What follows belongs to an exercise in optimizing a design on an open flow for small area; a production flow would make more cautious choices. Only simulation tests tie the RTL to the original design; equivalence was not proved. Power is estimated from default activity; no workload was simulated.

==> flow/design.v <==
`default_nettype none
`timescale 1ns/10ps
package la_pkg;
  localparam int CNT_WIDTH = 8;
  typedef enum logic [1:0] {
    OP_NOP     = 2'd0,   
    OP_SET_CNT = 2'd1,   
    OP_RUN     = 2'd2    
  } la_op_e;
  typedef struct packed {
    la_op_e                 op;        
    logic [CNT_WIDTH-1:0]   dly_cnt;   
    logic [CNT_WIDTH-1:0]   rd_cnt;    
  } la_cmd_t;
endpackage
`default_nettype wire
`default_nettype none
`timescale 1ns/10ps
module la_cmd_decoder (
  input  logic            clk_i,
  input  logic            rst_in,      
  input  logic            cmd_req_i,   
  input  la_pkg::la_cmd_t cmd_i,       
  output logic            cmd_ack_o,
  output logic            set_cnt_o,   
  output logic            run_o        
);
  logic new_cmd;
  assign new_cmd = cmd_req_i && !cmd_ack_o;
  always_ff @(posedge clk_i) begin
    if (!rst_in) begin
      cmd_ack_o <= 1'b0;
      set_cnt_o <= 1'b0;
      run_o     <= 1'b0;
    end else begin
      set_cnt_o <= new_cmd && (cmd_i.op == la_pkg::OP_SET_CNT);
      run_o     <= new_cmd && (cmd_i.op == la_pkg::OP_RUN);
      if (new_cmd) begin
        cmd_ack_o <= 1'b1;
      end else if (!cmd_req_i) begin
        cmd_ack_o <= 1'b0;   
      end
    end
  end
endmodule
`default_nettype wire
`default_nettype none
`timescale 1ns/10ps
module la_sample_buf #(
  parameter int SMPL_WIDTH = 16,
  parameter int TX_WIDTH   = 8,
  parameter int DEPTH_LOG2 = 8,
  parameter int PORT_LOG2  = 3
) (
  input  logic                         clk_i,
  input  logic                         rst_in,
  input  logic                         push_i,     
  input  logic [SMPL_WIDTH-1:0]        d_i,
  output logic                         empty_o,    
  input  logic                         rewind_i,   
  input  logic [la_pkg::CNT_WIDTH-1:0] rd_cnt_i,
  input  logic                         read_i,     
  input  logic                         lsb_i,      
  output logic                         hit_o,      
  output logic [TX_WIDTH-1:0]          q_o
);
  localparam int DEPTH = 2 ** DEPTH_LOG2 - 1;
  localparam int NDLY  = 2 ** PORT_LOG2;
  logic [DEPTH-1:0][SMPL_WIDTH-1:0] ring;
  logic [NDLY-2:0][SMPL_WIDTH-1:0]  dly;        
  logic [NDLY-2:0]                  pend;       
  logic [DEPTH_LOG2-1:0]            ptr;
  logic [SMPL_WIDTH-1:0]            wdata;
  logic [NDLY-2:0]                  take;       
  logic                             wr;
  logic                             busy;
  logic [SMPL_WIDTH-1:0]            tap;
  logic [DEPTH_LOG2:0]              fwd;        
  assign empty_o = (pend == '0);
  assign busy    = !empty_o || push_i;
  assign wr      = busy && (ptr[PORT_LOG2-1:0] == '0);
  assign hit_o   = read_i && (ptr == '0);
  assign tap     = ring[DEPTH-1];
  always_comb begin
    take  = '0;
    wdata = d_i;
    for (int k = 0; k < NDLY - 1; k++) begin
      if (pend[k]) begin
        take  = NDLY'(1) << k;
        wdata = dly[k];
      end
    end
  end
  assign fwd = ptr + 1'b1 + (DEPTH_LOG2+1)'(rd_cnt_i);
  always_ff @(posedge clk_i) begin
    if (!rst_in) begin
      pend <= '0;
      ptr  <= '0;
    end else begin
      pend <= {pend[NDLY-3:0] & ~(take[NDLY-3:0] & {(NDLY-2){wr}}),
               push_i && !(wr && empty_o)};
      if (rewind_i) begin
        ptr <= (fwd >= (DEPTH_LOG2+1)'(DEPTH)) ? fwd[DEPTH_LOG2-1:0] + 1'b1 : fwd[DEPTH_LOG2-1:0];
      end else if (!(wr || (hit_o && lsb_i))) begin
        ptr <= (ptr == DEPTH_LOG2'(DEPTH - 1)) ? '0 : ptr + 1'b1;
      end
    end
  end
  always_ff @(posedge clk_i) begin
    dly <= {dly[NDLY-3:0], d_i};
  end
  always_ff @(posedge clk_i) begin
    for (int i = 0; i < DEPTH; i++) begin
      if (i % NDLY == 0 && wr && ptr[DEPTH_LOG2-1:PORT_LOG2] == (DEPTH_LOG2-PORT_LOG2)'(i / NDLY)) begin
        ring[i] <= wdata;
      end else begin
        ring[i] <= ring[(i + DEPTH - 1) % DEPTH];
      end
    end
  end
  always_ff @(posedge clk_i) begin
    if (hit_o) begin
      q_o <= lsb_i ? tap[TX_WIDTH-1:0] : tap[SMPL_WIDTH-1 -: TX_WIDTH];
    end
  end
endmodule
`default_nettype wire
`default_nettype none
`timescale 1ns/10ps
module la_ctrl (
  input  logic                         clk_i,
  input  logic                         rst_in,
  input  logic                         set_cnt_i,   
  input  la_pkg::la_cmd_t              cmd_i,
  input  logic                         run_i,       
  input  logic                         stb_i,       
  input  logic                         empty_i,     
  input  logic                         hit_i,       
  input  logic                         tx_ack_i,
  output logic                         push_o,
  output logic                         rewind_o,
  output logic [la_pkg::CNT_WIDTH-1:0] rd_cnt_o,
  output logic                         read_o,
  output logic                         tx_req_o,
  output logic                         lsb_o,       
  output logic                         busy_o
);
  typedef enum logic [2:0] {
    IDLE,
    TRIG,      
    FLUSH,     
    FETCH,     
    REQ,       
    ACK_LOW    
  } state_e;
  state_e state;
  logic [la_pkg::CNT_WIDTH-1:0] cnt;
  logic [la_pkg::CNT_WIDTH-1:0] dly_cnt;
  logic [la_pkg::CNT_WIDTH-1:0] rd_cnt;
  assign rd_cnt_o = rd_cnt;
  assign busy_o   = (state != IDLE);
  assign push_o   = stb_i && ((state == IDLE) || (state == TRIG && cnt != '0));
  assign rewind_o = (state == FLUSH) && empty_i;
  assign read_o   = (state == FETCH) && (cnt != '0);   
  always_ff @(posedge clk_i) begin
    if (!rst_in) begin
      state    <= IDLE;
      cnt      <= '0;
      tx_req_o <= 1'b0;
      lsb_o    <= 1'b0;
    end else begin
      case (state)
        IDLE: begin
          if (run_i) begin
            state <= TRIG;
            cnt   <= dly_cnt;
          end
        end
        TRIG: begin
          if (cnt == '0) begin
            state <= FLUSH;
          end else if (stb_i) begin
            cnt <= cnt - 1'b1;
          end
        end
        FLUSH: begin
          if (empty_i) begin
            state <= FETCH;
            cnt   <= rd_cnt;
            lsb_o <= 1'b0;
          end
        end
        FETCH: begin
          if (cnt == '0) begin
            state <= IDLE;
          end else if (hit_i) begin
            if (lsb_o) begin
              cnt <= cnt - 1'b1;
            end
            tx_req_o <= 1'b1;
            state    <= REQ;
          end
        end
        REQ: begin
          if (tx_ack_i) begin
            tx_req_o <= 1'b0;
            state    <= ACK_LOW;
          end
        end
        ACK_LOW: begin
          if (!tx_ack_i) begin
            lsb_o <= !lsb_o;
            state <= FETCH;
          end
        end
        default: state <= IDLE;
      endcase
    end
  end
  always_ff @(posedge clk_i) begin
    if (!rst_in) begin
      dly_cnt <= la_pkg::CNT_WIDTH'(1);
      rd_cnt  <= la_pkg::CNT_WIDTH'(1);
    end else if (set_cnt_i) begin
      dly_cnt <= cmd_i.dly_cnt;
      rd_cnt  <= cmd_i.rd_cnt;
    end
  end
endmodule
`default_nettype wire
`default_nettype none
`timescale 1ns/10ps
module la_tx_serializer #(
  parameter int TX_WIDTH = 8
) (
  input  logic [TX_WIDTH-1:0] d_i,
  output logic [TX_WIDTH-1:0] tx_o
);
  assign tx_o = d_i;
endmodule
`default_nettype wire
`default_nettype none
`timescale 1ns/10ps
module la_top #(
  parameter int SMPL_WIDTH = 16,
  parameter int TX_WIDTH   = 8,
  parameter int DEPTH_LOG2 = 8
) (
  input  logic                  clk_i,
  input  logic                  rst_in,
  input  logic                  cmd_req_i,
  input  logic [17:0]           cmd_i,      
  output logic                  cmd_ack_o,
  input  logic                  smpl_stb_i,
  input  logic [SMPL_WIDTH-1:0] smpl_i,
  output logic                  tx_req_o,
  input  logic                  tx_ack_i,
  output logic [TX_WIDTH-1:0]   tx_o,
  output logic                  busy_o
);
  logic                         set_cnt;
  logic                         run;
  logic                         push;
  logic                         empty;
  logic                         rewind;
  logic [la_pkg::CNT_WIDTH-1:0] rd_cnt;
  logic                         read;
  logic                         hit;
  logic [TX_WIDTH-1:0]          buf_q;     
  logic                         lsb;
  la_cmd_decoder la_cmd_decoder_i (
    .clk_i     (clk_i),
    .rst_in    (rst_in),
    .cmd_req_i (cmd_req_i),
    .cmd_i     (cmd_i),
    .cmd_ack_o (cmd_ack_o),
    .set_cnt_o (set_cnt),
    .run_o     (run)
  );
  la_ctrl la_ctrl_i (
    .clk_i     (clk_i),
    .rst_in    (rst_in),
    .set_cnt_i (set_cnt),
    .cmd_i     (cmd_i),       
    .run_i     (run),
    .stb_i     (smpl_stb_i),
    .empty_i   (empty),
    .hit_i     (hit),
    .tx_ack_i  (tx_ack_i),
    .push_o    (push),
    .rewind_o  (rewind),
    .rd_cnt_o  (rd_cnt),
    .read_o    (read),
    .tx_req_o  (tx_req_o),
    .lsb_o     (lsb),
    .busy_o    (busy_o)
  );
  la_sample_buf #(
    .SMPL_WIDTH (SMPL_WIDTH),
    .TX_WIDTH   (TX_WIDTH),
    .DEPTH_LOG2 (DEPTH_LOG2)
  ) la_sample_buf_i (
    .clk_i    (clk_i),
    .rst_in   (rst_in),
    .push_i   (push),
    .d_i      (smpl_i),
    .empty_o  (empty),
    .rewind_i (rewind),
    .rd_cnt_i (rd_cnt),
    .read_i   (read),
    .lsb_i    (lsb),
    .hit_o    (hit),
    .q_o      (buf_q)
  );
  la_tx_serializer #(
    .TX_WIDTH (TX_WIDTH)
  ) la_tx_serializer_i (
    .d_i  (buf_q),
    .tx_o (tx_o)
  );
endmodule
`default_nettype wire
export LEC_CHECK = 0
export CAP_MARGIN = 0
export CORE_MARGIN = 2
export CORE_UTILIZATION = 65
export CTS_BUF_LIST = sky130_fd_sc_hd__clkbuf_8
export CTS_CLUSTER_DIAMETER = 60
export CTS_CLUSTER_SIZE = 20
export PLACE_DENSITY = 0.75
export SLEW_MARGIN = 0
create_clock -name core_clock -period 10.0 [get_ports {clk_i}]
standard.sh (not shown) runs the stock make flow with config.mk's settings and CLKGATE_MAP_FILE= SYNTH_SCRIPT=/design/flow/synth_recipe.tcl, a recipe that flattens the netlist after the stock synthesis.
==> flow/flow/run.sh <==
#!/bin/bash
set -euo pipefail
export CTS_ARGS="-sink_clustering_enable -repair_clock_nets -sink_clustering_size 20 -sink_clustering_max_diameter 60 -buf_list sky130_fd_sc_hd__clkbuf_8 -dont_use_dummy_load"
export BUFFER_PORTS_ARGS="-buffer_cell sky130_fd_sc_hd__buf_1"
bash standard.sh > standard.log 2>&1
The baseline produced a clean layout.
Edit:
--- a/flow/design.v
+++ b/flow/design.v
@@ -27,13 +27,12 @@
 );
   logic new_cmd;
-  assign new_cmd = cmd_req_i && !cmd_ack_o;
+  assign new_cmd   = cmd_req_i && !cmd_ack_o;
+  assign set_cnt_o = new_cmd && (cmd_i.op == la_pkg::OP_SET_CNT);
   always_ff @(posedge clk_i) begin
     if (!rst_in) begin
       cmd_ack_o <= 1'b0;
-      set_cnt_o <= 1'b0;
       run_o     <= 1'b0;
     end else begin
-      set_cnt_o <= new_cmd && (cmd_i.op == la_pkg::OP_SET_CNT);
-      run_o     <= new_cmd && (cmd_i.op == la_pkg::OP_RUN);
+      run_o <= new_cmd && (cmd_i.op == la_pkg::OP_RUN);
       if (new_cmd) begin
         cmd_ack_o <= 1'b1;
@@ -146,11 +145,9 @@
   output logic                         busy_o
 );
-  typedef enum logic [2:0] {
+  typedef enum logic [1:0] {
     IDLE,
     TRIG,      
-    FLUSH,     
     FETCH,     
-    REQ,       
-    ACK_LOW    
+    XFER       
   } state_e;
   state_e state;
@@ -158,9 +155,11 @@
   logic [la_pkg::CNT_WIDTH-1:0] dly_cnt;
   logic [la_pkg::CNT_WIDTH-1:0] rd_cnt;
+  logic                         cnt_zero;
+  assign cnt_zero = (cnt == '0);
   assign rd_cnt_o = rd_cnt;
   assign busy_o   = (state != IDLE);
-  assign push_o   = stb_i && ((state == IDLE) || (state == TRIG && cnt != '0));
-  assign rewind_o = (state == FLUSH) && empty_i;
-  assign read_o   = (state == FETCH) && (cnt != '0);   
+  assign push_o   = stb_i && ((state == IDLE) || (state == TRIG && !cnt_zero));
+  assign rewind_o = (state == TRIG) && cnt_zero && empty_i;
+  assign read_o   = (state == FETCH) && !cnt_zero;   
   always_ff @(posedge clk_i) begin
     if (!rst_in) begin
@@ -178,19 +177,15 @@
         end
         TRIG: begin
-          if (cnt == '0) begin
-            state <= FLUSH;
+          if (cnt_zero) begin
+            if (empty_i) begin
+              state <= FETCH;
+              cnt   <= rd_cnt;
+            end
           end else if (stb_i) begin
             cnt <= cnt - 1'b1;
           end
         end
-        FLUSH: begin
-          if (empty_i) begin
-            state <= FETCH;
-            cnt   <= rd_cnt;
-            lsb_o <= 1'b0;
-          end
-        end
         FETCH: begin
-          if (cnt == '0) begin
+          if (cnt_zero) begin
             state <= IDLE;
           end else if (hit_i) begin
@@ -199,15 +194,13 @@
             end
             tx_req_o <= 1'b1;
-            state    <= REQ;
+            state    <= XFER;
           end
         end
-        REQ: begin
-          if (tx_ack_i) begin
-            tx_req_o <= 1'b0;
-            state    <= ACK_LOW;
-          end
-        end
-        ACK_LOW: begin
-          if (!tx_ack_i) begin
+        XFER: begin
+          if (tx_req_o) begin
+            if (tx_ack_i) begin
+              tx_req_o <= 1'b0;
+            end
+          end else if (!tx_ack_i) begin
             lsb_o <= !lsb_o;
             state <= FETCH;
=> Hold slack is worse by 0.018 ns; routed wire length fell by 4.2%; clock power barely changes; sequential share of layout area rose by 0.13 points; setup slack is worse by 0.27 ns; fmax fell by 6.0%; combinational power rose by about 4%; synthesized cell count fell by 0.62%; clock skew rose by 0.015 ns; final cell count fell by 0.52%; non-clock buffer count fell by 6; final area is about the same; sequential cell count fell by 2.

static timing again, ports no longer ideal:
The results above use ideal ports. As a check the final layouts listed here were re-extracted and re-timed, cells and wires unchanged. Step 1 (the two cells are an assumption about what drives the block):
set clk [get_ports {clk_i}]
set_driving_cell -lib_cell sky130_fd_sc_hd__clkbuf_16 $clk
set_driving_cell -lib_cell sky130_fd_sc_hd__buf_2 [delete_from_list [all_inputs] $clk]
Step 2 moves the port delays by t, midway between the first and last clock arrival at a register: inputs arrive t later, outputs are due t later. That takes back most of the time a late clock gives input paths. Three values: no drivers, after step 1, after step 2; two values: the first two.
run	t, ns	slack for setup (ns)	worst register clock-pin slew, ns
the first run	1.002	5.818 / 5.744 / 4.921	0.12 / 0.12
the second run	0.971	5.551 / 5.568 / 4.597	0.12 / 0.12
After both steps setup and hold are still met in every run listed. The setup slack of the second run, which loses most, moves by +0.017 ns with the drivers and by -0.954 ns with both steps.
